Source: an optimization exercise on an open RTL-to-GDS flow (aim: small area, a short achievable clock period and few clock cycles). Production flows keep margins and buffers that such runs may drop. At most, simulation tests tie the RTL to the original design; equivalence was not proved. The RTL of run 4 was laid out without a check of its function. The flow treats the clock pin as an ideal source, which a real chip does not have. Power figures rest on the tool's default switching activity, not on a simulated workload.

==> flow/flow/run.sh <==
#!/bin/bash
# The standard layout, with four changes to how it is made:
#  - synthesis may not pick the larger o22ai sizes, so the RAM read cells
#    start small (the resizer may still upsize them later);
#  - the ports get small, fast buffers (buf_2) instead of delay cells;
#  - the clock tree has no dummy loads and larger sink clusters;
#  - after clock tree synthesis and again after global routing, gates on
#    the worst setup path are upsized one at a time where that improves
#    the path (flow/sizer.tcl, called from flow/post_cts.tcl and
#    flow/post_grt.tcl).
# Each step's full output goes to its own log file here.
set -e
PLATFORM_DONT_USE="sky130_fd_sc_hd__probe_p_8 sky130_fd_sc_hd__probec_p_8 sky130_fd_sc_hd__lpflow_bleeder_1 sky130_fd_sc_hd__lpflow_clkbufkapwr_1 sky130_fd_sc_hd__lpflow_clkbufkapwr_16 sky130_fd_sc_hd__lpflow_clkbufkapwr_2 sky130_fd_sc_hd__lpflow_clkbufkapwr_4 sky130_fd_sc_hd__lpflow_clkbufkapwr_8 sky130_fd_sc_hd__lpflow_clkinvkapwr_1 sky130_fd_sc_hd__lpflow_clkinvkapwr_16 sky130_fd_sc_hd__lpflow_clkinvkapwr_2 sky130_fd_sc_hd__lpflow_clkinvkapwr_4 sky130_fd_sc_hd__lpflow_clkinvkapwr_8 sky130_fd_sc_hd__lpflow_decapkapwr_12 sky130_fd_sc_hd__lpflow_decapkapwr_3 sky130_fd_sc_hd__lpflow_decapkapwr_4 sky130_fd_sc_hd__lpflow_decapkapwr_6 sky130_fd_sc_hd__lpflow_decapkapwr_8 sky130_fd_sc_hd__lpflow_inputiso0n_1 sky130_fd_sc_hd__lpflow_inputiso0p_1 sky130_fd_sc_hd__lpflow_inputiso1n_1 sky130_fd_sc_hd__lpflow_inputiso1p_1 sky130_fd_sc_hd__lpflow_inputisolatch_1 sky130_fd_sc_hd__lpflow_isobufsrc_1 sky130_fd_sc_hd__lpflow_isobufsrc_16 sky130_fd_sc_hd__lpflow_isobufsrc_2 sky130_fd_sc_hd__lpflow_isobufsrc_4 sky130_fd_sc_hd__lpflow_isobufsrc_8 sky130_fd_sc_hd__lpflow_isobufsrckapwr_16 sky130_fd_sc_hd__lpflow_lsbuf_lh_hl_isowell_tap_1 sky130_fd_sc_hd__lpflow_lsbuf_lh_hl_isowell_tap_2 sky130_fd_sc_hd__lpflow_lsbuf_lh_hl_isowell_tap_4 sky130_fd_sc_hd__lpflow_lsbuf_lh_isowell_4 sky130_fd_sc_hd__lpflow_lsbuf_lh_isowell_tap_1 sky130_fd_sc_hd__lpflow_lsbuf_lh_isowell_tap_2 sky130_fd_sc_hd__lpflow_lsbuf_lh_isowell_tap_4 "
bash standard.sh DONT_USE_CELLS="$PLATFORM_DONT_USE sky130_fd_sc_hd__o22ai_2 sky130_fd_sc_hd__o22ai_4" synth > synth.log 2>&1
bash standard.sh \
    BUFFER_PORTS_ARGS="-buffer_cell sky130_fd_sc_hd__buf_2" \
    CTS_ARGS="-sink_clustering_enable -repair_clock_nets -dont_use_dummy_load -sink_clustering_size 25 -sink_clustering_max_diameter 100" \
    POST_CTS_TCL="$PWD/flow/post_cts.tcl" \
    POST_GLOBAL_ROUTE_TCL="$PWD/flow/post_grt.tcl" \
    finish > layout.log 2>&1
==> flow/flow/post_cts.tcl <==
# POST_CTS_TCL hook: size up gates on the worst setup paths, then legalize
source [file join [file dirname [info script]] sizer.tcl]
puts "sizer: start, wns [sizer_wns -placement]"
sizer_run 80 -placement
log_cmd detailed_placement
check_placement -verbose
log_cmd estimate_parasitics -placement
puts "sizer: after legalization, wns [sta::worst_slack -max]"
==> flow/config.mk <==
export PLATFORM = sky130hd
export DESIGN_NAME = soc_top
export DESIGN_NICKNAME = soc_top
export VERILOG_FILES = /design/flow/design.v
export SDC_FILE = /design/flow/constraint.sdc
export NUM_CORES = 4
export LEC_CHECK = 0
export CAP_MARGIN = 40
export CORE_MARGIN = 2
export CORE_UTILIZATION = 55
export CTS_CLUSTER_DIAMETER = 100
export CTS_CLUSTER_SIZE = 25
export PLACE_DENSITY = 0.7
export SETUP_SLACK_MARGIN = 4
export SLEW_MARGIN = 40
export SYNTH_HIERARCHICAL = 1
export SYNTH_MINIMUM_KEEP_SIZE = 0
==> flow/constraint.sdc <==
create_clock -name core_clock -period 9.0 [get_ports {clk}]
set_input_delay 1.8000 -clock core_clock [delete_from_list [all_inputs] [get_ports {clk}]]
set_output_delay 1.8000 -clock core_clock [all_outputs]
set_load 0.01 [all_outputs]
==> flow/flow/sizer.tcl <==
# Greedy gate upsizing on the worst setup path: for each gate on it whose
# stage is slow, try the larger drive strengths of the same cell, re-estimate
# the parasitics, and keep the change that most improves that path's slack
# without lowering the worst slack of the design.
# Registers and clock cells are left as they are.
proc sizer_candidates { master_name } {
  if { ![regexp {^(sky130_fd_sc_hd__[a-z0-9]+)_([0-9]+)$} $master_name -> base size] } { return {} }
  set out {}
  foreach s {1 2 4 6 8 12 16} {
    if { $s <= $size } { continue }
    if { [get_lib_cells -quiet */${base}_$s] ne "" } { lappend out ${base}_$s }
  }
  return $out
}

proc sizer_wns { est } {
  log_cmd_quiet $est
  return [sta::worst_slack -max]
}

proc log_cmd_quiet { est } {
  eval estimate_parasitics $est
}

proc sizer_run { iters est } {
  set block [ord::get_db_block]
  set wns [sizer_wns $est]
  for { set it 0 } { $it < $iters } { incr it } {
    set path [lindex [find_timing_paths -path_delay max -group_path_count 1] 0]
    set ep [get_property $path endpoint]
    set best_eps [get_property $path slack]
    set best_wns $wns
    set best {}
    # Read the path's gates before changing anything: the path object is
    # not valid once the timing is updated
    set gates {}
    set prev_arrival 0.0
    foreach point [get_property $path points] {
      set pin [get_property $point pin]
      set arrival [get_property $point arrival]
      set stage [expr { $arrival - $prev_arrival }]
      set prev_arrival $arrival
      if { [get_property $pin direction] ne "output" } { continue }
      if { ![regexp {^(.*)/([^/]+)$} [get_full_name $pin] -> iname pport] } { continue }
      set inst [$block findInst $iname]
      if { $inst eq "NULL" } { continue }
      set m [[$inst getMaster] getName]
      if { [regexp {df|clkbuf|clkinv|clkdly} $m] } { continue }
      if { $stage < 0.12 } { continue }
      lappend gates [list $iname $m]
    }
    foreach g $gates {
      lassign $g iname m
      foreach cand [sizer_candidates $m] {
        replace_cell $iname $cand
        set w [sizer_wns $est]
        set eps [get_property [lindex [find_timing_paths -path_delay max -to $ep] 0] slack]
        if { $w >= $wns - 1e-4 && $eps > $best_eps + 1e-3 } {
          set best_eps $eps; set best_wns $w; set best [list $iname $cand]
        }
        replace_cell $iname $m
      }
    }
    if { $best eq {} } { puts "sizer: no gain at iteration $it, wns $wns"; break }
    replace_cell {*}$best
    set wns [sizer_wns $est]
    puts "sizer: iter $it wns $wns ($best)"
  }
  puts "sizer: done, wns [sizer_wns $est]"
}
==> flow/standard.sh <==
#!/bin/bash
# synth_recipe.tcl (not shown) runs the flow's synth.tcl, then flattens the netlist and writes it again
# the make line also repeats each setting of config.mk as NAME=value (left out here)
make -C /OpenROAD-flow-scripts/flow DESIGN_CONFIG=/design/flow/config.mk WORK_HOME=/design/flow/orfs CLKGATE_MAP_FILE= SYNTH_SCRIPT=/design/flow/synth_recipe.tcl "${@:-finish}"
==> flow/design.v <==
`timescale 1ns/100ps
package soc_pkg;
    localparam int DATA_W = 32;
    localparam int ADDR_W = 32;
    typedef struct packed {
        logic              we;
        logic [ADDR_W-1:0] addr;
        logic [DATA_W-1:0] wdata;
    } bus_req_t;
    localparam int RAM_WORDS = 64;
    localparam int RAM_AW    = 6;
    localparam logic [3:0] BLK_RAM  = 4'h0;
    localparam logic [3:0] BLK_FACT = 4'h8;
    localparam logic [3:0] BLK_GPIO = 4'h9;
    typedef enum logic [1:0] {
        SEL_RAM,
        SEL_FACT,
        SEL_GPIO,
        SEL_NONE
    } rd_sel_t;
    localparam logic [1:0] FACT_N    = 2'd0;
    localparam logic [1:0] FACT_GO   = 2'd1;
    localparam logic [1:0] FACT_STAT = 2'd2;
    localparam logic [1:0] FACT_RES  = 2'd3;
    localparam logic [3:0] FACT_MAX_N = 4'd12;
    localparam logic [1:0] GPIO_IN1  = 2'd0;
    localparam logic [1:0] GPIO_IN2  = 2'd1;
    localparam logic [1:0] GPIO_OUT1 = 2'd2;
    localparam logic [1:0] GPIO_OUT2 = 2'd3;
    localparam int SCAN_DIV = 16;
    typedef struct packed {
        logic [1:0] src;
        logic       upper;
    } disp_mode_t;
    localparam logic [1:0] DISP_GPO1  = 2'd0;
    localparam logic [1:0] DISP_GPO2  = 2'd1;
    localparam logic [1:0] DISP_ADDR  = 2'd2;
    localparam logic [1:0] DISP_WDATA = 2'd3;
endpackage
`timescale 1ns/100ps
module addr_decode (
    input  soc_pkg::bus_req_t bus,
    output logic              ram_we,
    output logic              fact_we,
    output logic              gpio_we,
    output soc_pkg::rd_sel_t  rd_sel
);
    logic       in_window;
    logic [3:0] blk;
    assign in_window = (bus.addr[soc_pkg::ADDR_W-1:12] == '0);
    assign blk       = bus.addr[11:8];
    always_comb
    begin
        ram_we  = 1'b0;
        fact_we = 1'b0;
        gpio_we = 1'b0;
        rd_sel  = soc_pkg::SEL_NONE;
        if (in_window)
        begin
            case (blk)
                soc_pkg::BLK_RAM:
                begin
                    ram_we = bus.we;
                    rd_sel = soc_pkg::SEL_RAM;
                end
                soc_pkg::BLK_FACT:
                begin
                    fact_we = bus.we;
                    rd_sel  = soc_pkg::SEL_FACT;
                end
                soc_pkg::BLK_GPIO:
                begin
                    gpio_we = bus.we;
                    rd_sel  = soc_pkg::SEL_GPIO;
                end
                default:
                begin
                    rd_sel = soc_pkg::SEL_NONE;
                end
            endcase
        end
    end
endmodule
`timescale 1ns/100ps
module ram_hold (
    input  logic q,
    input  logic hold,
    input  logic w,
    input  logic load,
    output logic d
);
    assign d = (q & hold) | (w & load);
endmodule
module ram_read2 (
    input  logic a0,
    input  logic s0_n,
    input  logic a1,
    input  logic s1_n,
    output logic y
);
    assign y = ~((a0 | s0_n) & (a1 | s1_n));
endmodule
`timescale 1ns/100ps
module fact_accel (
    input  logic                        clk,
    input  logic                        rst_n,
    input  logic                        we,
    input  soc_pkg::bus_req_t           bus,
    output logic [soc_pkg::DATA_W-1:0]  rdata
);
    logic [1:0]                 offset;
    logic [3:0]                 n_reg;
    logic [3:0]                 job_n;
    logic                       done;
    logic                       error;
    logic [soc_pkg::DATA_W-1:0] result;
    assign offset = bus.addr[3:2];
    always_ff @(posedge clk)
    begin
        if (!rst_n)
        begin
            n_reg <= '0;
            job_n <= 4'hF;
            done  <= 1'b0;
        end
        else if (we)
        begin
            if (offset == soc_pkg::FACT_N)
            begin
                n_reg <= bus.wdata[3:0];
            end
            if ((offset == soc_pkg::FACT_GO) && bus.wdata[0])
            begin
                job_n <= n_reg;
                done  <= 1'b1;
            end
        end
    end
    assign error = done && (job_n > soc_pkg::FACT_MAX_N);
    assign result = ({soc_pkg::DATA_W{job_n == 4'd0}} & 32'd1)
                  | ({soc_pkg::DATA_W{job_n == 4'd1}} & 32'd1)
                  | ({soc_pkg::DATA_W{job_n == 4'd2}} & 32'd2)
                  | ({soc_pkg::DATA_W{job_n == 4'd3}} & 32'd6)
                  | ({soc_pkg::DATA_W{job_n == 4'd4}} & 32'd24)
                  | ({soc_pkg::DATA_W{job_n == 4'd5}} & 32'd120)
                  | ({soc_pkg::DATA_W{job_n == 4'd6}} & 32'd720)
                  | ({soc_pkg::DATA_W{job_n == 4'd7}} & 32'd5040)
                  | ({soc_pkg::DATA_W{job_n == 4'd8}} & 32'd40320)
                  | ({soc_pkg::DATA_W{job_n == 4'd9}} & 32'd362880)
                  | ({soc_pkg::DATA_W{job_n == 4'd10}} & 32'd3628800)
                  | ({soc_pkg::DATA_W{job_n == 4'd11}} & 32'd39916800)
                  | ({soc_pkg::DATA_W{job_n == 4'd12}} & 32'd479001600);
    always_comb
    begin
        case (offset)
            soc_pkg::FACT_N:    rdata = {{(soc_pkg::DATA_W-4){1'b0}}, n_reg};
            soc_pkg::FACT_GO:   rdata = '0;
            soc_pkg::FACT_STAT: rdata = {{(soc_pkg::DATA_W-2){1'b0}}, error, done};
            soc_pkg::FACT_RES:  rdata = result;
        endcase
    end
endmodule
`timescale 1ns/100ps
module gpio_port (
    input  logic                        clk,
    input  logic                        rst_n,
    input  logic                        we,
    input  soc_pkg::bus_req_t           bus,
    input  logic [7:0]                  gpi1,
    input  logic [7:0]                  gpi2,
    output logic [soc_pkg::DATA_W-1:0]  rdata,
    output logic [soc_pkg::DATA_W-1:0]  gpo1,
    output logic [soc_pkg::DATA_W-1:0]  gpo2
);
    logic [1:0] offset;
    assign offset = bus.addr[3:2];
    logic                        load1;
    logic                        load2;
    logic                        hold1;
    logic                        hold2;
    logic [soc_pkg::DATA_W-1:0]  gpo1_d;
    logic [soc_pkg::DATA_W-1:0]  gpo2_d;
    assign load1 = rst_n && we && (offset == soc_pkg::GPIO_OUT1);
    assign load2 = rst_n && we && (offset == soc_pkg::GPIO_OUT2);
    assign hold1 = rst_n && !(we && (offset == soc_pkg::GPIO_OUT1));
    assign hold2 = rst_n && !(we && (offset == soc_pkg::GPIO_OUT2));
    for (genvar b = 0; b < soc_pkg::DATA_W; b++)
    begin : g_bit
        ram_hold u_hold1 (
            .q    (gpo1[b]),
            .hold (hold1),
            .w    (bus.wdata[b]),
            .load (load1),
            .d    (gpo1_d[b])
        );
        ram_hold u_hold2 (
            .q    (gpo2[b]),
            .hold (hold2),
            .w    (bus.wdata[b]),
            .load (load2),
            .d    (gpo2_d[b])
        );
    end
    always_ff @(posedge clk)
    begin
        gpo1 <= gpo1_d;
        gpo2 <= gpo2_d;
    end
    always_comb
    begin
        case (offset)
            soc_pkg::GPIO_IN1:  rdata = {{(soc_pkg::DATA_W-8){1'b0}}, gpi1};
            soc_pkg::GPIO_IN2:  rdata = {{(soc_pkg::DATA_W-8){1'b0}}, gpi2};
            soc_pkg::GPIO_OUT1: rdata = gpo1;
            soc_pkg::GPIO_OUT2: rdata = gpo2;
        endcase
    end
endmodule
`timescale 1ns/100ps
module seg_display (
    input  logic                        clk,
    input  logic                        rst_n,
    input  soc_pkg::bus_req_t           bus,
    input  logic [7:0]                  switches,
    input  logic [soc_pkg::DATA_W-1:0]  gpo1,
    input  logic [soc_pkg::DATA_W-1:0]  gpo2,
    output logic [7:0]                  seg,
    output logic [7:0]                  an
);
    logic [soc_pkg::ADDR_W-1:0]           last_addr;
    logic [soc_pkg::DATA_W-1:0]           last_wdata;
    soc_pkg::disp_mode_t                  mode;
    logic [soc_pkg::DATA_W-1:0]           src_word;
    logic [15:0]                          hw_sel;
    logic [15:0]                          hw_reg;
    logic [$clog2(soc_pkg::SCAN_DIV)-1:0] div_cnt;
    logic [2:0]                           digit;
    logic [31:0]                          disp_word;
    logic [3:0]                           nibble;
    logic                                 wd_load;
    logic                                 wd_hold;
    logic [soc_pkg::DATA_W-1:0]           last_wdata_d;
    assign mode = soc_pkg::disp_mode_t'(switches[7:5]);
    always_comb
    begin
        case (mode.src)
            soc_pkg::DISP_GPO1:  src_word = gpo1;
            soc_pkg::DISP_GPO2:  src_word = gpo2;
            soc_pkg::DISP_ADDR:  src_word = last_addr;
            soc_pkg::DISP_WDATA: src_word = last_wdata;
        endcase
    end
    assign hw_sel = mode.upper ? src_word[31:16] : src_word[15:0];
    assign wd_load = rst_n && bus.we;
    assign wd_hold = rst_n && !bus.we;
    for (genvar b = 0; b < soc_pkg::DATA_W; b++)
    begin : g_wd
        ram_hold u_hold (
            .q    (last_wdata[b]),
            .hold (wd_hold),
            .w    (bus.wdata[b]),
            .load (wd_load),
            .d    (last_wdata_d[b])
        );
    end
    always_ff @(posedge clk)
    begin
        last_wdata <= last_wdata_d;
        if (!rst_n)
        begin
            last_addr <= '0;
            hw_reg    <= '0;
        end
        else
        begin
            last_addr <= bus.addr;
            hw_reg    <= hw_sel;
        end
    end
    always_ff @(posedge clk)
    begin
        if (!rst_n)
        begin
            {digit, div_cnt} <= '0;
        end
        else
        begin
            {digit, div_cnt} <= {digit, div_cnt} + 1'b1;
        end
    end
    assign disp_word = {last_addr[15:0], hw_reg};
    assign nibble    = disp_word[{digit, 2'b00} +: 4];
    assign an  = ~(8'b0000_0001 << digit);
    always_comb
    begin
        case (nibble)
            4'h0: seg = 8'hC0;
            4'h1: seg = 8'hF9;
            4'h2: seg = 8'hA4;
            4'h3: seg = 8'hB0;
            4'h4: seg = 8'h99;
            4'h5: seg = 8'h92;
            4'h6: seg = 8'h82;
            4'h7: seg = 8'hF8;
            4'h8: seg = 8'h80;
            4'h9: seg = 8'h90;
            4'hA: seg = 8'h88;
            4'hB: seg = 8'h83;
            4'hC: seg = 8'hC6;
            4'hD: seg = 8'hA1;
            4'hE: seg = 8'h86;
            4'hF: seg = 8'h8E;
        endcase
    end
endmodule
`timescale 1ns/100ps
module soc_top (
    input  logic                        clk,
    input  logic                        rst_n,
    input  logic [64:0]                 bus,
    input  logic [7:0]                  gpi1,
    input  logic [7:0]                  gpi2,
    input  logic [7:0]                  switches,
    output logic [soc_pkg::DATA_W-1:0]  rdata,
    output logic [soc_pkg::DATA_W-1:0]  gpo1,
    output logic [soc_pkg::DATA_W-1:0]  gpo2,
    output logic [7:0]                  seg,
    output logic [7:0]                  an
);
    localparam int W = soc_pkg::DATA_W;
    localparam int N = soc_pkg::RAM_WORDS;
    localparam int G  = N / 2;
    soc_pkg::bus_req_t          req;
    logic                       ram_we;
    logic                       fact_we;
    logic                       gpio_we;
    soc_pkg::rd_sel_t           rd_sel;
    logic [W-1:0]               fact_rdata;
    logic [W-1:0]               gpio_rdata;
    logic [W-1:0]               other_rdata;
    logic                       in_window;
    logic                       ram_en;
    logic                       fact_en;
    logic                       gpio_en;
    logic [N-1:0][W-1:0]        mem;
    logic [N-1:0][W-1:0]        mem_d;
    logic [soc_pkg::RAM_AW-1:0] word_addr;
    logic [N-1:0]               sel;
    logic [N-1:0]               sel_n;
    logic [N-1:0]               load;
    logic [N-1:0]               hold;
    logic [W-1:0][G-1:0]        part_z;
    logic [W-1:0]               ram_rdata;
    assign req = bus;
    addr_decode u_decode (
        .bus     (req),
        .ram_we  (ram_we),
        .fact_we (fact_we),
        .gpio_we (gpio_we),
        .rd_sel  (rd_sel)
    );
    fact_accel u_fact (
        .clk   (clk),
        .rst_n (rst_n),
        .we    (fact_we),
        .bus   (req),
        .rdata (fact_rdata)
    );
    gpio_port u_gpio (
        .clk   (clk),
        .rst_n (rst_n),
        .we    (gpio_we),
        .bus   (req),
        .gpi1  (gpi1),
        .gpi2  (gpi2),
        .rdata (gpio_rdata),
        .gpo1  (gpo1),
        .gpo2  (gpo2)
    );
    seg_display u_disp (
        .clk      (clk),
        .rst_n    (rst_n),
        .bus      (req),
        .switches (switches),
        .gpo1     (gpo1),
        .gpo2     (gpo2),
        .seg      (seg),
        .an       (an)
    );
    assign word_addr = req.addr[soc_pkg::RAM_AW+1:2];
    always_comb
    begin
        for (int i = 0; i < N; i++)
        begin
            sel[i]  = (word_addr == i[soc_pkg::RAM_AW-1:0]);
            sel_n[i] = !sel[i];
            load[i] = ram_we && sel[i];
            hold[i] = !load[i];
        end
    end
    for (genvar i = 0; i < N; i++)
    begin : g_word
        for (genvar b = 0; b < W; b++)
        begin : g_bit
            ram_hold u_hold (
                .q    (mem[i][b]),
                .hold (hold[i]),
                .w    (req.wdata[b]),
                .load (load[i]),
                .d    (mem_d[i][b])
            );
        end
    end
    always_ff @(posedge clk)
    begin
        mem <= mem_d;
    end
    for (genvar b = 0; b < W; b++)
    begin : g_rd
        for (genvar g = 0; g < G; g++)
        begin : g_p2
            ram_read2 u_read (
                .a0   (mem[2*g][b]),
                .s0_n (sel_n[2*g]),
                .a1   (mem[2*g+1][b]),
                .s1_n (sel_n[2*g+1]),
                .y    (part_z[b][g])
            );
        end
        assign ram_rdata[b] = !(|part_z[b]);
    end
    assign in_window = (req.addr[soc_pkg::ADDR_W-1:12] == '0);
    assign ram_en    = in_window && (req.addr[11:8] == soc_pkg::BLK_RAM);
    assign fact_en   = in_window && (req.addr[11:8] == soc_pkg::BLK_FACT);
    assign gpio_en   = in_window && (req.addr[11:8] == soc_pkg::BLK_GPIO);
    assign other_rdata = ({W{fact_en}} & fact_rdata) | ({W{gpio_en}} & gpio_rdata);
    assign rdata = ({W{ram_en}} & ram_rdata) | other_rdata;
endmodule
==> flow/flow/post_grt.tcl <==
# POST_GLOBAL_ROUTE_TCL hook: size up again with global-route parasitics,
# legalize, reroute the changed nets and rewrite the route guides
source [file join [file dirname [info script]] sizer.tcl]
log_cmd global_route -start_incremental
puts "sizer: start, wns [sizer_wns -global_routing]"
sizer_run 80 -global_routing
log_cmd detailed_placement
check_placement -verbose
log_cmd global_route -end_incremental
log_cmd estimate_parasitics -global_routing
puts "sizer: after reroute, wns [sta::worst_slack -max]"
write_guides $::env(RESULTS_DIR)/route.guide
==> qor.yml, run 1 <==
run_status:
  status: "finished clean"
synth:
  ys.warnings.count: 11
  syn_inst: 6453
  synth_area_per_cell_sq_um: 11.87
  synth_area_sq_mm: 0.07661
timing:
  fmax_mhz: 158.0
  period_needed_ps: 6328
  maxSlewHeadroom: 0.3413
  hold_viol_final: 0
  finalSetupViolations: 0
  skew_ps: 27.02
  fin_setup_tns_ps: 0
  worstMarginPinSlew_ps: 960.5
  final_max_slew_viol_count: 0
  fin_crit_sh: 0.7031
final_layout:
  n_fill_cell: 9894
  area_delta_synth_final_pct: 23.84
  largest_register: "mem"
  nNetsFinal: 7442
  largest_reg_flops: 2048
  drive_gt1_frac: 0.1974
  utilization: 0.6884
global_routing:
  grt_start_max_net_pins: 70
  antenna_found_initial: 5
  busiest_layer: "met2"
  grt.overflow.total: 0
  grt_use_met3: 0.1243
  grtUsageTotal: 0.4288
  grt_use_met2: 0.6179
  first_global_vias: 64623
  use_met1: 0.5525
  grt_pass1_wl_mm: 454.5
detailed_routing:
  dr_total_vias: 70837
  drt_wl_total_mm: 329.1
  first_pass_iters: 8
  drc: 0
  drtIter0Drc: 10428
  via_per_inst: 7.749
  routedWlPerCell_um: 36.00
  ant_nets: 0
pwr:
  power.leakage_nw: 38.38
  total_power_mw: 16.03
  powerDensity_mw_per_mm2: 169.0
  ir_drop_uv: 187.0
clocking:
  cts_sinks: 2208
  clk_latency_ps: 790
  cts_tree: "done"
  path_clk_slew_ps: 90
floorplanning:
  die_h_um: 377.2
  io_pins: 203
  start_util: 0.5558
  core_sq_mm: 0.1378
  die_width_um: 377.2
  dieArea_sq_mm: 0.1423
  num_rows: 136
worst_hold_path:
  hold_path.class: "flip-flop to flip-flop"
  worst_hold_path.num_cells: 1
worst_setup_path:
  cp_data_required_time_ps: 7200
  cp.arrival_ps: 4530
  r2r_cells: 4
  critical_path_class: "input pin to output pin"
  end_kind: "output pin"
  path_max_fanout: 8
  start_kind: "input pin"
placement:
  dp_hpwl_mm: 167.6
  globalplace.congestion: 0.9595
  io_buffers: 196
flow_run:
  max_cap_violations: 0
layout make-up:
type	count	area, sq um	share of cell area
sequential	2208	44200	0.4659
multi-input combinational	4194	38070	0.4012
timing repair buffer	768	7622	0.08034
clock buffer	98	2452	0.02585
tap	1794	2245	0.02366
inverter	74	277.8	0.002928
antenna	5	12.51	0.0001319
worst max-delay path: stages:
cell	delay, ps
buf_12	110
nand2b_4	210
buf_12	130
nor2_4	50
buf_12	160
nand2_4	160
o22ai_1	150
nor4_2	530
nand4_2	430
or4_4	550
o21ai_4	90
buf_6	130
where the power goes:
| part | total, mW | switching, mW | internal, mW |
|---|---|---|---|
| clock network | 5.04 | 3.09 | 1.95 |
| registers | 9.79 | 0.0115 | 9.78 |
| logic | 1.19 | 0.827 | 0.366 |
| total | 16.0 | 3.93 | 12.1 |
routing by layer:
| layer | wire length (um) | part of all wire |
|---|---|---|
| met5 | 278 | 0.00084 |
| met3 | 44900 | 0.14 |
| met2 | 136800 | 0.42 |
| met4 | 29160 | 0.089 |
| met1 | 118000 | 0.36 |
cell usage in the layout (no fill, tap or decap), types with 19 or more instances in the layout:
master,instances
o22ai_2,36
nand2_1,78
buf_12,103
nor4_2,69
nand2_8,123
o22ai_4,23
dfxtp_1,2207
and2_1,44
buf_6,89
buf_4,398
nand4_4,23
a22o_1,2148
mux2i_1,83
nand4_1,35
inv_1,73
clkbuf_16,105
nor4_1,76
nand2_4,39
mux4_2,38
o22ai_1,969
nor2b_1,46
buf_2,140
or4_4,19
nor2_1,23
nor4_4,123
stage by stage:
step           std cells  cell area (sq um)  setup slack [ps]  hold slack, ps
2_1_floorplan       6456              77580              3677           413.5
3_3_place_gp        8593              82130              1545           430.5
3_5_place_dp        8597              82700              1533           447.6
6_report            9141              94880              2672           468.7
path summary, 6_finish.rpt:
| check | startpoint | endpoint | slack, ps |
|---|---|---|---|
| min | u_disp.div_cnt[0] | u_disp.div_cnt[0] | 470 |
| min reg2reg | u_disp.div_cnt[0] | u_disp.div_cnt[0] | 470 |
| max | bus[37] | rdata[23] | 2670 |
| max reg2reg | u_disp.digit[0] | u_disp.digit[2] | 7710 |
Testbench counts, summed over its fixed seeds: cycles 3,077.
==> run 2: changes to the inputs <==
==> flow/flow/post_cts.tcl (replaced) <==
# POST_CTS_TCL hook: size up gates on the worst setup paths, then legalize
source [file join [file dirname [info script]] sizer.tcl]
puts "sizer: start, wns [sizer_wns -placement]"
sizer_run 40 -placement
log_cmd detailed_placement
check_placement -verbose
log_cmd estimate_parasitics -placement
puts "sizer: after legalization, wns [sta::worst_slack -max]"
--- a/flow/flow/post_grt.tcl
+++ b/flow/flow/post_grt.tcl
@@ -3,7 +3,7 @@
 source [file join [file dirname [info script]] sizer.tcl]
 log_cmd global_route -start_incremental
 puts "sizer: start, wns [sizer_wns -global_routing]"
-sizer_run 80 -global_routing
+sizer_run 40 -global_routing
 log_cmd detailed_placement
 check_placement -verbose
 log_cmd global_route -end_incremental
--- a/flow/config.mk
+++ b/flow/config.mk
@@ -7,11 +7,11 @@
 export LEC_CHECK = 0
 export CAP_MARGIN = 40
 export CORE_MARGIN = 2
-export CORE_UTILIZATION = 55
+export CORE_UTILIZATION = 60
 export CTS_CLUSTER_DIAMETER = 100
 export CTS_CLUSTER_SIZE = 25
-export PLACE_DENSITY = 0.7
-export SETUP_SLACK_MARGIN = 4
+export PLACE_DENSITY = 0.72
+export SETUP_SLACK_MARGIN = 3.5
 export SLEW_MARGIN = 40
 export SYNTH_HIERARCHICAL = 1
 export SYNTH_MINIMUM_KEEP_SIZE = 0
==> run 2 against run 1 <==
Net effect: still clean; clock skew fell by 21 ps; register-to-register slack barely moved; worst hold slack got worse by 16 ps; critical path depth did not move; fmax fell by 1.3%; setup slack got worse by 85 ps; sequential cell count did not move; critical endpoint is now rdata[19]; largest cell class unchanged.
==> qor.yml, run 2 <==
placement:
  place_ws_ps: 1425  # -108.6 ps
  io_buffers: 196  # unchanged
  placed_area_sq_mm: 0.08205  # -0.79%
  dp_hpwl_mm: 164.4  # -1.9%
  globalplace.congestion: 0.9481  # -1.2%
  dp_cells: 8449  # -1.7%
timing:
  period_needed_ps: 6413  # +85.26 ps
  whs_ps: 452.7  # -16.01 ps
  finalSetupViolations: 0  # unchanged
  hold_viol_final: 0  # unchanged
  fin_setup_tns_ps: 0  # unchanged
  setup_ws_ps: 2587  # -85.26 ps
  fin_crit_sh: 0.7126  # +0.009473
  final_max_slew_viol_count: 0  # unchanged
  skew_ps: 5.599  # -21.42 ps
  maxSlewHeadroom: 0.3489  # +0.007541
  fmax_mhz: 155.9  # -1.3%
  worstMarginPinSlew_ps: 949.5  # -11.00 ps
clocking:
  path_clk_slew_ps: 100  # about the same
  cts_sinks: 2208  # unchanged
  clk_latency_ps: 740  # -50 ps
  cts_tree: "done"
pwr:
  powerDensity_mw_per_mm2: 169.9  # +0.53%
  p_sw_frac: 0.2424  # -0.002854
  p_int_mw: 12.09  # about the same
  switchingPower_mw: 3.868  # -1.6%
  ir_drop_uv: 155.0  # -17%
  power_frac_seq: 0.614  # +0.003
  comb_power_share: 0.072  # -0.002
  power.leakage_nw: 38.03  # -0.92%
  total_power_mw: 15.96  # -0.47%
  clkPwrFrac: 0.315  # about the same
worst_setup_path:
  end_kind: "output pin"
  r2r_end: "u_disp.digit[2]"
  r2r_cells: 4  # unchanged
  cp-endpoint: "rdata[19]"
  crit_cells: 12  # unchanged
  path_cells: "buf_12 > nor2b_4 > buf_12 > buf_16 > buf_4 > nand2_8 > o22ai_1 > nor4_4 > nand4_1 > or4_1 > o21ai_2 > buf_6"
  cp_data_required_time_ps: 7200  # about the same
  path_buf_inv: 5  # +1
  cp.arrival_ps: 4610  # +80 ps
  slowest_stage: "or4_1"
  cp_common_cell: "buf_12"
  rrSetupSlack_ps: 7710  # about the same
  critical_path_class: "input pin to output pin"
  critPathLaunch: "bus[39]"
  start_kind: "input pin"
  worst_path_largest_cell_delay_ps: 570  # +20 ps
  path_max_fanout: 7  # -1
  cpLargestDelayFamily: "simple AND/OR/NAND/NOR gates"
  r2r-start: "u_disp.digit[0]"
floorplanning:
  io_pins: 203  # unchanged
  core_sq_mm: 0.1272  # -7.7%
  die_width_um: 361.3  # -4.2%
  num_rows: 131  # -3.7%
  dieArea_sq_mm: 0.1306  # -8.2%
  start_util: 0.6023  # +0.04650
  die_h_um: 361.3  # -4.2%
final_layout:
  final_common_cell: "dfxtp_1"
  drive_gt1_frac: 0.1903  # -0.007025
  largest_register: "mem"
  nNetsFinal: 7382  # -0.81%
  area_delta_synth_final_pct: 22.61
  n_fill_cell: 8529  # -14%
  largest_reg_flops: 2048  # unchanged
  instances_no_fill: 8948  # -2.1%
  final_cell_mix: "2207 x dfxtp_1, 2148 x a22o_1, 971 x o22ai_1, 366 x buf_4, 137 x buf_2"
  utilization: 0.7386  # +0.05018
  fin_area_sq_mm: 0.09394  # -0.99%
global_routing:
  first_global_vias: 64537  # -0.13%
  grt.overflow.total: 0  # unchanged
  antenna_found_initial: 5  # unchanged
  grt_pass1_wl_mm: 448.9  # -1.2%
  grt_start_max_net_pins: 69  # -1.4%
  grtUsageTotal: 0.4581  # +0.02925
synth:
  synth_area_sq_mm: 0.07661  # unchanged
  synth_area_per_cell_sq_um: 11.87  # unchanged
  syn_inst: 6453  # unchanged
  ys.warnings.count: 11  # unchanged
detailed_routing:
  ant_nets: 0  # unchanged
  met2_length_mm: 130.9  # -4.3%
  routedWlPerCell_um: 35.68  # -0.91%
  dr_total_vias: 70343  # -0.70%
  first_pass_iters: 8  # unchanged
  met3_length_mm: 44.51  # -0.87%
  wl_met1_mm: 116.5  # -1.3%
  via_per_inst: 7.861  # +1.4%
  topRoutingLayerUsed: "met5"
  drc: 0  # unchanged
  drtIter0Drc: 10445  # +0.16%
  drt_wl_total_mm: 319.2  # -3.0%
worst_hold_path:
  hold_path.class: "flip-flop to flip-flop"
flow_run:
  max_cap_violations: 0  # unchanged
run_status:
  status: "finished clean"
run 2: worst min-delay path by stage:
stage / start / end / slack [ps] / cells after the start
3_3_place_gp: u_disp.div_cnt[0] / u_disp.div_cnt[0] / 430 / 1
2_1_floorplan: u_disp.div_cnt[0] / u_disp.div_cnt[0] / 410 / 1
3_5_place_dp: u_disp.div_cnt[0] / u_disp.div_cnt[0] / 440 / 1
6_report: u_disp.div_cnt[0] / u_disp.div_cnt[0] / 450 / 1
run 2: routing by layer:
layer,vias up,global-route usage
met3,1289,0.1307
li1,28756,-
met2,5366,0.6500
met5,-,0
met1,34928,0.6006
met4,4,0.3225
run 2: final cells by class:
class,count,area [sq um],share of cell area
Inverter,74,277.8,0.002957
Clock buffer,98,2452,0.02611
Antenna cell,4,10.01,0.0001066
Tap cell,1662,2079,0.02214
Sequential cell,2208,44210,0.4706
Timing Repair Buffer,728,7229,0.07696
Multi-Input combinational cell,4174,37680,0.4012
run 2: power groups by stage:
| stage | Sequential [mW] | Clock (mW) | Combinational, mW |
|---|---|---|---|
| detailed placement | 10.0 | 0 | 0.768 |
| global placement | 10.0 | 0 | 0.736 |
| floorplan | 10.0 | 0 | 0.260 |
| finish | 9.79 | 5.02 | 1.14 |
==> run 3: changes to the inputs <==
--- a/flow/config.mk
+++ b/flow/config.mk
@@ -11,7 +11,7 @@
 export CTS_CLUSTER_DIAMETER = 100
 export CTS_CLUSTER_SIZE = 25
 export PLACE_DENSITY = 0.72
-export SETUP_SLACK_MARGIN = 3.5
+export SETUP_SLACK_MARGIN = 4
 export SLEW_MARGIN = 40
 export SYNTH_HIERARCHICAL = 1
 export SYNTH_MINIMUM_KEEP_SIZE = 0
==> run 3 against run 2 <==
Net effect: clock-buffer cell count did not move; critical path depth rose by 1; global-route usage rose by 0.49 points; synthesized area did not move; via count fell by 1.1%; worst hold slack improved by 6.7 ps; non-clock buffer count fell by 69; clock power barely moved; power fell by 0.21%; setup slack got worse by 76 ps; critical endpoint is now rdata[1].
==> qor.yml, run 3 <==
run_status:
  status: "finished clean"
detailed_routing:
  via_per_inst: 7.841  # -0.25%
  ant_nets: 0  # unchanged
  drt_wl_total_mm: 315.8  # -1.1%
  dr_total_vias: 69568  # -1.1%
  routedWlPerCell_um: 35.60  # -0.22%
  first_pass_iters: 6  # -2
  drtIter0Drc: 10038  # -3.9%
  drc: 0  # unchanged
timing:
  fin_crit_sh: 0.7210  # +0.008406
  hold_viol_final: 0  # unchanged
  fmax_mhz: 154.1  # -1.2%
  period_needed_ps: 6489  # +75.65 ps
  worstMarginPinSlew_ps: 930.8  # -18.75 ps
  fin_setup_tns_ps: 0  # unchanged
  skew_ps: 29.62  # +24.02 ps
  maxSlewHeadroom: 0.3795  # +0.03061
  final_max_slew_viol_count: 0  # unchanged
  finalSetupViolations: 0  # unchanged
worst_setup_path:
  start_kind: "input pin"
  r2r_end: "u_disp.hw_reg[8]"
  path_max_fanout: 8  # +1
  cp_data_required_time_ps: 7200  # about the same
  path_cells: "buf_12 > buf_8 > nand2b_4 > nor2_4 > buf_4 > buf_12 > nand2_8 > o22ai_1 > nor4_1 > nand4_1 > or4_4 > o21ai_2 > buf_6"
  slowest_stage: "nor4_1"
  cp.arrival_ps: 4690  # +80 ps
  r2r-start: "u_gpio.gpo1[24]"
  end_kind: "output pin"
  cp-endpoint: "rdata[1]"
  worst_path_largest_cell_delay_ps: 620  # +50 ps
  critPathLaunch: "bus[34]"
  rrSetupSlack_ps: 7700  # about the same
  r2r_cells: 3  # -1
  critical_path_class: "input pin to output pin"
  cp_common_cell: "buf_12"
final_layout:
  area_delta_synth_final_pct: 20.83
  largest_reg_flops: 2048  # unchanged
  instances_no_fill: 8872  # -0.85%
  nNetsFinal: 7309  # -0.99%
  n_fill_cell: 8832  # +3.6%
  fin_area_sq_mm: 0.09257  # -1.5%
  final_cell_mix: "2205 x dfxtp_1, 2148 x a22o_1, 979 x o22ai_1, 353 x buf_4, 132 x buf_2"
  final_common_cell: "dfxtp_1"
  drive_gt1_frac: 0.1794  # -0.01097
  largest_register: "mem"
pwr:
  power.leakage_nw: 37.35  # -1.8%
  power_frac_seq: 0.615  # about the same
  switchingPower_mw: 3.865  # about the same
  p_int_mw: 12.06  # -0.25%
  powerDensity_mw_per_mm2: 172.0  # +1.3%
  clkPwrFrac: 0.315  # about the same
  comb_power_share: 0.070  # -0.002
  ir_drop_uv: 157.8  # +1.8%
  p_sw_frac: 0.2427  # +0.0002977
worst_hold_path:
  hold_path.class: "flip-flop to flip-flop"
clocking:
  path_clk_slew_ps: 90  # about the same
  cts_tree: "done"
  clk_latency_ps: 770  # +30 ps
  cts_sinks: 2208  # unchanged
placement:
  io_buffers: 196  # unchanged
  dp_cells: 8453  # +0.047%
  globalplace.congestion: 0.9486  # about the same
  dp_hpwl_mm: 166.1  # +1.0%
  placed_area_sq_mm: 0.08258  # +0.65%
synth:
  synth_area_per_cell_sq_um: 11.87  # unchanged
  syn_inst: 6453  # unchanged
  synth_area_sq_mm: 0.07661  # unchanged
  ys.warnings.count: 11  # unchanged
floorplanning:
  dieArea_sq_mm: 0.1306  # unchanged
  io_pins: 203  # unchanged
  start_util: 0.6023  # unchanged
  die_width_um: 361.3  # unchanged
  num_rows: 131  # unchanged
  core_sq_mm: 0.1272  # unchanged
  die_h_um: 361.3  # unchanged
global_routing:
  antenna_found_initial: 4  # -1
  grtUsageTotal: 0.4630  # +0.004915
  first_global_vias: 65183  # +1.0%
  grt_pass1_wl_mm: 451.5  # +0.59%
  grt.overflow.total: 0  # unchanged
  grt_start_max_net_pins: 69  # unchanged
flow_run:
  max_cap_violations: 0  # unchanged
[run 3: changes by cell type in the layout (fill, tap and decap cells not counted), moves of 5 or more]
cell	delta
buf_2	-5
o22ai_2	-7
buf_12	-31
nor4_1	+24
o22ai_1	+8
nor4_4	-8
buf_4	-13
nor4_2	-16
o21ai_4	+5
buf_6	-12
[run 3: metal layers]
| layer | track usage | wire length (um) | vias to the layer above |
|---|---|---|---|
| met3 | 0.1338 | 39920 | 1278 |
| met4 | 0.3585 | 28870 | 10 |
| met1 | 0.5876 | 115400 | 34434 |
| met5 | 0.002590 | 210 | - |
| met2 | 0.6630 | 131500 | 5273 |
| li1 | - | - | 28573 |
[run 3: through the flow]
step / setup WS, ps / hold WS [ps] / power [mW] / util
2_1_floorplan: 3677 / 413.5 / 10.29 / -
3_3_place_gp: 1144 / 436.1 / 10.80 / 0.6435
3_5_place_dp: 1260 / 440.6 / 10.83 / 0.6493
6_report: 2511 / 459.4 / 15.92 / 0.7278
[run 3: worst min path at each step]
| stage | start | slack (ps) | endpoint | cells past startpoint |
|---|---|---|---|---|
| after detailed placement | u_disp.div_cnt[0] | 440 | u_disp.div_cnt[0] | 1 |
| after global placement | u_disp.div_cnt[0] | 440 | u_disp.div_cnt[0] | 1 |
| after floorplan | u_disp.div_cnt[0] | 410 | u_disp.div_cnt[0] | 1 |
| final | u_disp.div_cnt[0] | 460 | u_disp.div_cnt[0] | 1 |
[run 3: final cells by class]
type                       count  area, sq um  area share
timing repair buffer         659         6126     0.06617
clock buffer                  98         2452     0.02649
sequential                  2208        44210      0.4776
antenna                        1        2.502  0.00002703
multi-input combinational   4170        37420      0.4043
inverter                      74        277.8    0.003001
tap                         1662         2079     0.02246
[run 3: critical path: cells and delay by family]
| family | cells | cell delay (ps) |
|---|---|---|
| AOI/OAI and AO/OA | 2 | 180 |
| and+or+nand+nor | 6 | 1990 |
| buffers and inverters | 5 | 710 |
[run 3: power by group through the flow]
stage	clock (mW)	combinational, mW	sequential [mW]
2_1_floorplan	0	0.271	10.0
3_3_place_gp	0	0.777	10.0
3_5_place_dp	0	0.808	10.0
6_report	5.02	1.11	9.79
==> run 4: changes to the inputs <==
--- a/flow/design.v
+++ b/flow/design.v
@@ -100,6 +100,18 @@
 );
     assign y = ~((a0 | s0_n) & (a1 | s1_n));
 endmodule
+module rd_decode (
+    input  logic [soc_pkg::RAM_AW-1:0] word_addr,
+    output logic [soc_pkg::RAM_WORDS-1:0] sel_n
+);
+    always_comb
+    begin
+        for (int i = 0; i < soc_pkg::RAM_WORDS; i++)
+        begin
+            sel_n[i] = (word_addr != i[soc_pkg::RAM_AW-1:0]);
+        end
+    end
+endmodule
 `timescale 1ns/100ps
 module fact_accel (
     input  logic                        clk,
@@ -346,7 +358,8 @@
     logic [N-1:0][W-1:0]        mem_d;
     logic [soc_pkg::RAM_AW-1:0] word_addr;
     logic [N-1:0]               sel;
-    logic [N-1:0]               sel_n;
+    localparam int RG = 4;
+    logic [RG-1:0][N-1:0]       rsel_n;
     logic [N-1:0]               load;
     logic [N-1:0]               hold;
     logic [W-1:0][G-1:0]        part_z;
@@ -393,7 +406,6 @@
         for (int i = 0; i < N; i++)
         begin
             sel[i]  = (word_addr == i[soc_pkg::RAM_AW-1:0]);
-            sel_n[i] = !sel[i];
             load[i] = ram_we && sel[i];
             hold[i] = !load[i];
         end
@@ -415,15 +427,22 @@
     begin
         mem <= mem_d;
     end
+    for (genvar r = 0; r < RG; r++)
+    begin : g_rdec
+        rd_decode u_rdec (
+            .word_addr (word_addr),
+            .sel_n     (rsel_n[r])
+        );
+    end
     for (genvar b = 0; b < W; b++)
     begin : g_rd
         for (genvar g = 0; g < G; g++)
         begin : g_p2
             ram_read2 u_read (
                 .a0   (mem[2*g][b]),
-                .s0_n (sel_n[2*g]),
+                .s0_n (rsel_n[b/(W/RG)][2*g]),
                 .a1   (mem[2*g+1][b]),
-                .s1_n (sel_n[2*g+1]),
+                .s1_n (rsel_n[b/(W/RG)][2*g+1]),
                 .y    (part_z[b][g])
             );
         end
==> run 4 against run 3 <==
Net effect: design area is 2.9% higher; core utilization is 0.59 points higher; first-iteration DRC count decreased by 2.8%; final cell count is 3.2% higher; largest cell class unchanged; largest power group unchanged.
==> qor.yml, run 4 <==
worst_setup_path:
  r2r_end: "u_disp.hw_reg[5]"
  cp_common_cell: "buf_16"
  r2r-start: "u_gpio.gpo1[5]"
  path_max_fanout: 8  # unchanged
  path_cells: "buf_16 > buf_16 > and4b_4 > buf_4 > nand2_8 > o22ai_1 > nor4_4 > nand4_1 > o31ai_2 > a22o_4 > buf_2"
  rrSetupSlack_ps: 7660  # -40 ps
  cp.arrival_ps: 4540  # -150 ps
  start_kind: "input pin"
  cp_data_required_time_ps: 7200  # about the same
  end_kind: "output pin"
  critical_path_class: "input pin to output pin"
  r2r_cells: 3  # unchanged
  worst_path_largest_cell_delay_ps: 520  # -100 ps
  slowest_stage: "nand4_1"
global_routing:
  antenna_found_initial: 6  # +2
  grtUsageTotal: 0.4392  # -0.02375
  first_global_vias: 66245  # +1.6%
  grt_start_max_net_pins: 70  # +1.4%
  grt.overflow.total: 0  # unchanged
  grt_pass1_wl_mm: 446.0  # -1.2%
pwr:
  powerDensity_mw_per_mm2: 169.2  # -1.6%
  ir_drop_uv: 156.3  # -0.95%
  total_power_mw: 16.12  # +1.2%
  power.leakage_nw: 38.86  # +4.1%
timing:
  hold_viol_final: 0  # unchanged
  fmax_mhz: 157.8  # +2.4%
  fin_crit_sh: 0.7039  # -0.01709
  fin_setup_tns_ps: 0  # unchanged
  period_needed_ps: 6335  # -153.8 ps
  skew_ps: 20.38  # -9.240 ps
  worstMarginPinSlew_ps: 969.4  # +38.66 ps
  maxSlewHeadroom: 0.3513  # -0.02816
  finalSetupViolations: 0  # unchanged
  final_max_slew_viol_count: 0  # unchanged
floorplanning:
  core_sq_mm: 0.1298  # +2.1%
  dieArea_sq_mm: 0.1339  # +2.6%
  num_rows: 132  # +0.76%
  io_pins: 203  # unchanged
  die_width_um: 366.0  # +1.3%
  start_util: 0.6055  # +0.003205
  die_h_um: 366.0  # +1.3%
final_layout:
  nNetsFinal: 7509  # +2.7%
  drive_gt1_frac: 0.2122  # +0.03282
  instances_no_fill: 9154  # +3.2%
  largest_register: "mem"
  final_cell_mix: "2207 x dfxtp_1, 2152 x a22o_1, 908 x o22ai_1, 349 x buf_4, 134 x buf_2"
  n_fill_cell: 8934  # +1.2%
  fin_area_sq_mm: 0.09525  # +2.9%
  largest_reg_flops: 2048  # unchanged
  final_common_cell: "dfxtp_1"
  area_delta_synth_final_pct: 21.17
detailed_routing:
  drtIter0Drc: 9753  # -2.8%
  first_pass_iters: 7  # +1
  drt_wl_total_mm: 311.3  # -1.4%
  drc: 0  # unchanged
  routedWlPerCell_um: 34.00  # -4.5%
  dr_total_vias: 70041  # +0.68%
  ant_nets: 0  # unchanged
  via_per_inst: 7.651  # -2.4%
synth:
  synth_area_sq_mm: 0.07861  # +2.6%
  ys.warnings.count: 12  # +1
  synth_area_per_cell_sq_um: 11.64  # -2.0%
  syn_inst: 6756  # +4.7%
clocking:
  path_clk_slew_ps: 90  # about the same
  cts_sinks: 2208  # unchanged
  clk_latency_ps: 750  # -20 ps
  cts_tree: "done"
placement:
  dp_cells: 8791  # +4.0%
  io_buffers: 196  # unchanged
  globalplace.congestion: 1.017  # +7.2%
  placed_area_sq_mm: 0.08403  # +1.8%
  dp_hpwl_mm: 188.2  # +13%
worst_hold_path:
  worst_hold_path.num_cells: 1  # unchanged
  hold_end: "u_disp.div_cnt[0]"
  hold_path.class: "flip-flop to flip-flop"
  min_from: "u_disp.div_cnt[0]"
flow_run:
  max_cap_violations: 0  # unchanged
run_status:
  status: "finished clean"
-- run 4: metrics by stage --
step / hold slack (ps) / setup slack (ps) / utilization
after floorplan: 413.5 / 3995 / -
after global placement: 425.8 / 1307 / 0.6432
after detailed placement: 442.8 / 1381 / 0.6473
final: 457.8 / 2665 / 0.7337
-- run 4: how the worst max path moves through the flow --
stage            start        end  slack [ps]  depth (start not counted)
2_1_floorplan  bus[34]  rdata[30]        3990                          9
3_3_place_gp   bus[35]  rdata[30]        1310                         11
3_5_place_dp   bus[35]  rdata[19]        1380                         11
6_report       bus[37]   rdata[2]        2660                         11
-- run 4: cell type report --
| class | count | area [sq um] | area share |
|---|---|---|---|
| flip-flops and latches | 2208 | 44210 | 0.4641 |
| multi-input cells | 4365 | 39800 | 0.4178 |
| repair buffers | 665 | 6332 | 0.06648 |
| clock buffers | 98 | 2452 | 0.02575 |
| well taps | 1742 | 2180 | 0.02288 |
| inverters | 73 | 274.0 | 0.002877 |
| diodes | 3 | 7.507 | 0.00007882 |
-- run 4: report_power, final --
part | switching, mW | internal [mW]
registers | 0.0107 | 9.78
clock network | 3.03 | 1.95
logic | 0.924 | 0.416
total | 3.97 | 12.1
-- run 4: worst max-delay path: cells and delay by family --
kind / cells / cell delay [ps]
AOI/OAI and AO/OA: 3 / 770
buffers and inverters: 4 / 610
and+or+nand+nor: 4 / 1300
-- run 4: per-layer routing --
| metal | share of wire | wire (um) | GRT usage | up-vias |
|---|---|---|---|---|
| met5 | 0.00027 | 83 | 0 | - |
| met1 | 0.36 | 111600 | 0.5434 | 34675 |
| met2 | 0.43 | 134400 | 0.6442 | 4807 |
| met4 | 0.093 | 28840 | 0.3488 | 6 |
| li1 | - | - | - | 29290 |
| met3 | 0.12 | 36430 | 0.1231 | 1263 |
==> run 5: changes to the inputs <==
--- a/flow/design.v
+++ b/flow/design.v
@@ -93,24 +93,27 @@
 endmodule
 module ram_read2 (
     input  logic a0,
-    input  logic s0_n,
+    input  logic s0,
     input  logic a1,
-    input  logic s1_n,
+    input  logic s1,
+    output logic y_n
+);
+    assign y_n = ~((a0 & s0) | (a1 & s1));
+endmodule
+module rd_nand4 (
+    input  logic a,
+    input  logic b,
+    input  logic c,
+    input  logic d,
     output logic y
 );
-    assign y = ~((a0 | s0_n) & (a1 | s1_n));
+    assign y = ~(a & b & c & d);
 endmodule
-module rd_decode (
-    input  logic [soc_pkg::RAM_AW-1:0] word_addr,
-    output logic [soc_pkg::RAM_WORDS-1:0] sel_n
+module rd_inv (
+    input  logic a,
+    output logic y
 );
-    always_comb
-    begin
-        for (int i = 0; i < soc_pkg::RAM_WORDS; i++)
-        begin
-            sel_n[i] = (word_addr != i[soc_pkg::RAM_AW-1:0]);
-        end
-    end
+    assign y = ~a;
 endmodule
 `timescale 1ns/100ps
 module fact_accel (
@@ -358,11 +361,13 @@
     logic [N-1:0][W-1:0]        mem_d;
     logic [soc_pkg::RAM_AW-1:0] word_addr;
     logic [N-1:0]               sel;
-    localparam int RG = 4;
-    logic [RG-1:0][N-1:0]       rsel_n;
     logic [N-1:0]               load;
     logic [N-1:0]               hold;
-    logic [W-1:0][G-1:0]        part_z;
+    logic [W-1:0][G-1:0]        part_n;
+    logic [W-1:0][G/4-1:0]      l1;
+    logic [W-1:0][G/4-1:0]      l2_n;
+    logic [W-1:0][G/16-1:0]     l3;
+    logic [W-1:0][G/16-1:0]     l4_n;
     logic [W-1:0]               ram_rdata;
     assign req = bus;
     addr_decode u_decode (
@@ -427,26 +432,47 @@
     begin
         mem <= mem_d;
     end
-    for (genvar r = 0; r < RG; r++)
-    begin : g_rdec
-        rd_decode u_rdec (
-            .word_addr (word_addr),
-            .sel_n     (rsel_n[r])
-        );
-    end
     for (genvar b = 0; b < W; b++)
     begin : g_rd
         for (genvar g = 0; g < G; g++)
         begin : g_p2
             ram_read2 u_read (
-                .a0   (mem[2*g][b]),
-                .s0_n (rsel_n[b/(W/RG)][2*g]),
-                .a1   (mem[2*g+1][b]),
-                .s1_n (rsel_n[b/(W/RG)][2*g+1]),
-                .y    (part_z[b][g])
+                .a0  (mem[2*g][b]),
+                .s0  (sel[2*g]),
+                .a1  (mem[2*g+1][b]),
+                .s1  (sel[2*g+1]),
+                .y_n (part_n[b][g])
+            );
+        end
+        for (genvar k = 0; k < G/4; k++)
+        begin : g_l1
+            rd_nand4 u_l1 (
+                .a (part_n[b][4*k]),
+                .b (part_n[b][4*k+1]),
+                .c (part_n[b][4*k+2]),
+                .d (part_n[b][4*k+3]),
+                .y (l1[b][k])
+            );
+            rd_inv u_l2 (
+                .a (l1[b][k]),
+                .y (l2_n[b][k])
+            );
+        end
+        for (genvar k = 0; k < G/16; k++)
+        begin : g_l3
+            rd_nand4 u_l3 (
+                .a (l2_n[b][4*k]),
+                .b (l2_n[b][4*k+1]),
+                .c (l2_n[b][4*k+2]),
+                .d (l2_n[b][4*k+3]),
+                .y (l3[b][k])
+            );
+            rd_inv u_l4 (
+                .a (l3[b][k]),
+                .y (l4_n[b][k])
             );
         end
-        assign ram_rdata[b] = !(|part_z[b]);
+        assign ram_rdata[b] = !(&l4_n[b]);
     end
     assign in_window = (req.addr[soc_pkg::ADDR_W-1:12] == '0);
     assign ram_en    = in_window && (req.addr[11:8] == soc_pkg::BLK_RAM);
--- a/flow/flow/run.sh
+++ b/flow/flow/run.sh
@@ -1,6 +1,6 @@
 #!/bin/bash
 # The standard layout, with four changes to how it is made:
-#  - synthesis may not pick the larger o22ai sizes, so the RAM read cells
+#  - synthesis may not pick the larger a22oi sizes, so the RAM read cells
 #    start small (the resizer may still upsize them later);
 #  - the ports get small, fast buffers (buf_2) instead of delay cells;
 #  - the clock tree has no dummy loads and larger sink clusters;
@@ -11,7 +11,7 @@
 # Each step's full output goes to its own log file here.
 set -e
 PLATFORM_DONT_USE="sky130_fd_sc_hd__probe_p_8 sky130_fd_sc_hd__probec_p_8 sky130_fd_sc_hd__lpflow_bleeder_1 sky130_fd_sc_hd__lpflow_clkbufkapwr_1 sky130_fd_sc_hd__lpflow_clkbufkapwr_16 sky130_fd_sc_hd__lpflow_clkbufkapwr_2 sky130_fd_sc_hd__lpflow_clkbufkapwr_4 sky130_fd_sc_hd__lpflow_clkbufkapwr_8 sky130_fd_sc_hd__lpflow_clkinvkapwr_1 sky130_fd_sc_hd__lpflow_clkinvkapwr_16 sky130_fd_sc_hd__lpflow_clkinvkapwr_2 sky130_fd_sc_hd__lpflow_clkinvkapwr_4 sky130_fd_sc_hd__lpflow_clkinvkapwr_8 sky130_fd_sc_hd__lpflow_decapkapwr_12 sky130_fd_sc_hd__lpflow_decapkapwr_3 sky130_fd_sc_hd__lpflow_decapkapwr_4 sky130_fd_sc_hd__lpflow_decapkapwr_6 sky130_fd_sc_hd__lpflow_decapkapwr_8 sky130_fd_sc_hd__lpflow_inputiso0n_1 sky130_fd_sc_hd__lpflow_inputiso0p_1 sky130_fd_sc_hd__lpflow_inputiso1n_1 sky130_fd_sc_hd__lpflow_inputiso1p_1 sky130_fd_sc_hd__lpflow_inputisolatch_1 sky130_fd_sc_hd__lpflow_isobufsrc_1 sky130_fd_sc_hd__lpflow_isobufsrc_16 sky130_fd_sc_hd__lpflow_isobufsrc_2 sky130_fd_sc_hd__lpflow_isobufsrc_4 sky130_fd_sc_hd__lpflow_isobufsrc_8 sky130_fd_sc_hd__lpflow_isobufsrckapwr_16 sky130_fd_sc_hd__lpflow_lsbuf_lh_hl_isowell_tap_1 sky130_fd_sc_hd__lpflow_lsbuf_lh_hl_isowell_tap_2 sky130_fd_sc_hd__lpflow_lsbuf_lh_hl_isowell_tap_4 sky130_fd_sc_hd__lpflow_lsbuf_lh_isowell_4 sky130_fd_sc_hd__lpflow_lsbuf_lh_isowell_tap_1 sky130_fd_sc_hd__lpflow_lsbuf_lh_isowell_tap_2 sky130_fd_sc_hd__lpflow_lsbuf_lh_isowell_tap_4 "
-bash standard.sh DONT_USE_CELLS="$PLATFORM_DONT_USE sky130_fd_sc_hd__o22ai_2 sky130_fd_sc_hd__o22ai_4" synth > synth.log 2>&1
+bash standard.sh DONT_USE_CELLS="$PLATFORM_DONT_USE sky130_fd_sc_hd__a22oi_2 sky130_fd_sc_hd__a22oi_4" synth > synth.log 2>&1
 bash standard.sh \
     BUFFER_PORTS_ARGS="-buffer_cell sky130_fd_sc_hd__buf_2" \
     CTS_ARGS="-sink_clustering_enable -repair_clock_nets -dont_use_dummy_load -sink_clustering_size 25 -sink_clustering_max_diameter 100" \
==> flow/flow/post_cts.tcl (replaced) <==
# POST_CTS_TCL hook: size up gates on the worst setup paths, then legalize
source [file join [file dirname [info script]] sizer.tcl]
puts "sizer: start, wns [sizer_wns -placement]"
sizer_run 80 -placement
log_cmd detailed_placement
check_placement -verbose
log_cmd estimate_parasitics -placement
puts "sizer: after legalization, wns [sta::worst_slack -max]"
--- a/flow/flow/post_grt.tcl
+++ b/flow/flow/post_grt.tcl
@@ -3,7 +3,7 @@
 source [file join [file dirname [info script]] sizer.tcl]
 log_cmd global_route -start_incremental
 puts "sizer: start, wns [sizer_wns -global_routing]"
-sizer_run 40 -global_routing
+sizer_run 80 -global_routing
 log_cmd detailed_placement
 check_placement -verbose
 log_cmd global_route -end_incremental
--- a/flow/config.mk
+++ b/flow/config.mk
@@ -7,10 +7,10 @@
 export LEC_CHECK = 0
 export CAP_MARGIN = 40
 export CORE_MARGIN = 2
-export CORE_UTILIZATION = 60
+export CORE_UTILIZATION = 55
 export CTS_CLUSTER_DIAMETER = 100
 export CTS_CLUSTER_SIZE = 25
-export PLACE_DENSITY = 0.72
+export PLACE_DENSITY = 0.7
 export SETUP_SLACK_MARGIN = 4
 export SLEW_MARGIN = 40
 export SYNTH_HIERARCHICAL = 1
==> run 5 against run 4 <==
Net effect: still clean; fmax up 2.1%; die area is 10% higher; design area fell by 0.56%; synthesized cell count increased by 0.52%; sequential cell count stayed put; critical path type unchanged; critical endpoint is now rdata[23]; largest cell class unchanged; highest routed layer unchanged.
==> qor.yml, run 5 <==
final_layout:
  nNetsFinal: 7733  # +3.0%
  largest_reg_flops: 2048  # unchanged
  largest_register: "mem"
  instances_no_fill: 9538  # +4.2%
  final_cell_mix: "2205 x dfxtp_1, 2148 x a22o_1, 915 x a22oi_1, 374 x buf_4"
  drive_gt1_frac: 0.1855  # -0.02666
  area_delta_synth_final_pct: 19.36
  final_common_cell: "dfxtp_1"
placement:
  dp_cells: 9046  # +2.9%
  globalplace.congestion: 0.9182  # -9.7%
  place_ws_ps: 1678  # +296.5 ps
  dp_hpwl_mm: 179.5  # -4.6%
  io_buffers: 196  # unchanged
timing:
  maxSlewHeadroom: 0.3524  # +0.001092
  finalSetupViolations: 0  # unchanged
  fin_setup_tns_ps: 0  # unchanged
  setup_ws_ps: 2796  # +131.2 ps
  worstMarginPinSlew_ps: 964.0  # -5.473 ps
  fmax_mhz: 161.2  # +2.1%
  period_needed_ps: 6204  # -131.2 ps
  hold_viol_final: 0  # unchanged
  final_max_slew_viol_count: 0  # unchanged
  fin_crit_sh: 0.6893  # -0.01458
  skew_ps: 17.44  # -2.943 ps
floorplanning:
  start_util: 0.5530  # -0.05251
  die_width_um: 383.8  # +4.9%
  die_h_um: 383.8  # +4.9%
  core_sq_mm: 0.1435  # +11%
  io_pins: 203  # unchanged
  num_rows: 139  # +5.3%
  dieArea_sq_mm: 0.1473  # +10%
detailed_routing:
  drc: 0  # unchanged
  drt_wl_total_mm: 313.5  # +0.73%
  first_pass_iters: 9  # +2
  drtIter0Drc: 9478  # -2.8%
  dr_total_vias: 70234  # +0.28%
  ant_nets: 0  # unchanged
  routedWlPerCell_um: 32.87  # -3.3%
  via_per_inst: 7.364  # -3.8%
global_routing:
  grt_pass1_wl_mm: 444.0  # -0.45%
  first_global_vias: 65509  # -1.1%
  grt_start_max_net_pins: 69  # -1.4%
  antenna_found_initial: 7  # +1
  grt.overflow.total: 0  # unchanged
  grtUsageTotal: 0.3999  # -0.03933
flow_run:
  max_cap_violations: 0  # unchanged
run_status:
  status: "finished clean"
worst_setup_path:
  rrSetupSlack_ps: 7580  # -80 ps
  r2r-start: "u_disp.last_addr[7]"
  end_kind: "output pin"
  path_max_fanout: 7  # -1
  critical_path_class: "input pin to output pin"
  start_kind: "input pin"
  critPathLaunch: "bus[37]"
  r2r_end: "u_disp.hw_reg[7]"
  cp.arrival_ps: 4400  # -140 ps
  r2r_cells: 3  # unchanged
  cp-endpoint: "rdata[23]"
  cp_data_required_time_ps: 7200  # about the same
clocking:
  clk_latency_ps: 780  # +30 ps
  cts_sinks: 2208  # unchanged
  cts_tree: "done"
  path_clk_slew_ps: 100  # about the same
pwr:
  powerDensity_mw_per_mm2: 163.1  # -3.6%
  power.leakage_nw: 36.14  # -7.0%
  ir_drop_uv: 208.0  # +33%
worst_hold_path:
  hold_path.class: "flip-flop to flip-flop"
synth:
  syn_inst: 6791  # +0.52%
  synth_area_per_cell_sq_um: 11.68  # +0.42%
  synth_area_sq_mm: 0.07935  # +0.94%
  ys.warnings.count: 11  # -1
## run 5: area by class of cell
| cell class | instances | area [sq um] |
|---|---|---|
| inverters | 394 | 1490 |
| repair buffers | 799 | 8527 |
| diodes | 2 | 5.005 |
| clock buffers | 98 | 2452 |
| flip-flops and latches | 2208 | 44210 |
| fillers | 10884 | 48770 |
| multi-input cells | 4134 | 35650 |
| well taps | 1903 | 2381 |
## run 5: through the flow
stage / utilization / hold WS (ps) / power, mW / area [sq um]
floorplan: - / 413.5 / 10.17 / 80140
global placement: 0.5879 / 425.1 / 10.46 / 84350
detailed placement: 0.5962 / 434.2 / 10.49 / 85540
finish: 0.6601 / 453.0 / 15.44 / 94720
## run 5: worst min-delay path by stage
stage	startpoint	endpoint	slack (ps)	depth (start not counted)
2_1_floorplan	u_disp.div_cnt[0]	u_disp.div_cnt[0]	410	1
3_3_place_gp	u_disp.div_cnt[0]	u_disp.div_cnt[0]	430	1
3_5_place_dp	u_disp.div_cnt[0]	u_disp.div_cnt[0]	430	1
6_report	u_disp.div_cnt[0]	u_disp.div_cnt[0]	450	1
## run 5: worst max-delay path: stages
cell     delay, ps
buf_16         140
nor2b_4        160
nand3_4        170
buf_12         190
nor2_4          50
buf_12         140
buf_16         140
a22oi_2        120
nand4_1        440
inv_1          250
nand4_4        220
inv_1          120
and2_4         160
o22ai_2        100
buf_6          170
## run 5: where the power goes
group / total [mW] / internal [mW] / switching, mW
Clock: 5.02 / 1.95 / 3.07
Sequential: 9.79 / 9.78 / 0.0122
Combinational: 0.627 / 0.177 / 0.450
Total: 15.4 / 11.9 / 3.53
## run 5: per-layer routing
metal  share of wire  vias up  global-route usage
met5         0.00017        -                   0
met1            0.38    35012              0.5218
met2            0.43     4844              0.5874
met4           0.082        8              0.2797
li1                -    29217                   -
met3            0.11     1153             0.09022
Testbench counts of run 5, summed over its fixed seeds: cycles 3,077.

what the ideal ports hide:
Ports are ideal in the flow. The routed layouts listed here were re-timed in OpenROAD.
Step 1 (the two cells are an assumption about what drives the block):
set clk [get_ports {clk}]
set_driving_cell -lib_cell sky130_fd_sc_hd__clkbuf_16 $clk
set_driving_cell -lib_cell sky130_fd_sc_hd__buf_2 [delete_from_list [all_inputs] $clk]
Step 2 times the ports against the registers' clock, not the clock port: input delays grow and output delays shrink by t, the midpoint of the rising clock arrivals with the driver on.
Slacks: ideal ports / drivers / drivers and shift; pairs: ideal ports / drivers.
run | t, ns | slack for setup (ns) | hold WS [ns] | cell pins on the clock port's net
run 1 | 0.856 | 2.672 / 2.389 / 2.389 | 0.469 / 0.469 / 0.469 | 1
run 2 | 0.841 | 2.587 / 2.386 / 2.386 | 0.453 / 0.453 / 0.453 | 1
run 3 | 0.840 | 2.511 / 2.294 / 2.294 | 0.459 / 0.459 / 0.459 | 1
run 4 | 0.844 | 2.665 / 2.376 / 2.376 | 0.458 / 0.458 / 0.458 | 1
run 5 | 0.850 | 2.796 / 2.722 / 2.722 | 0.453 / 0.453 / 0.453 | 1
After both steps setup and hold are still met in every run listed. For run 4, which loses most, drivers alone change the setup slack by -0.289 ns; drivers and shift together by -0.289 ns.
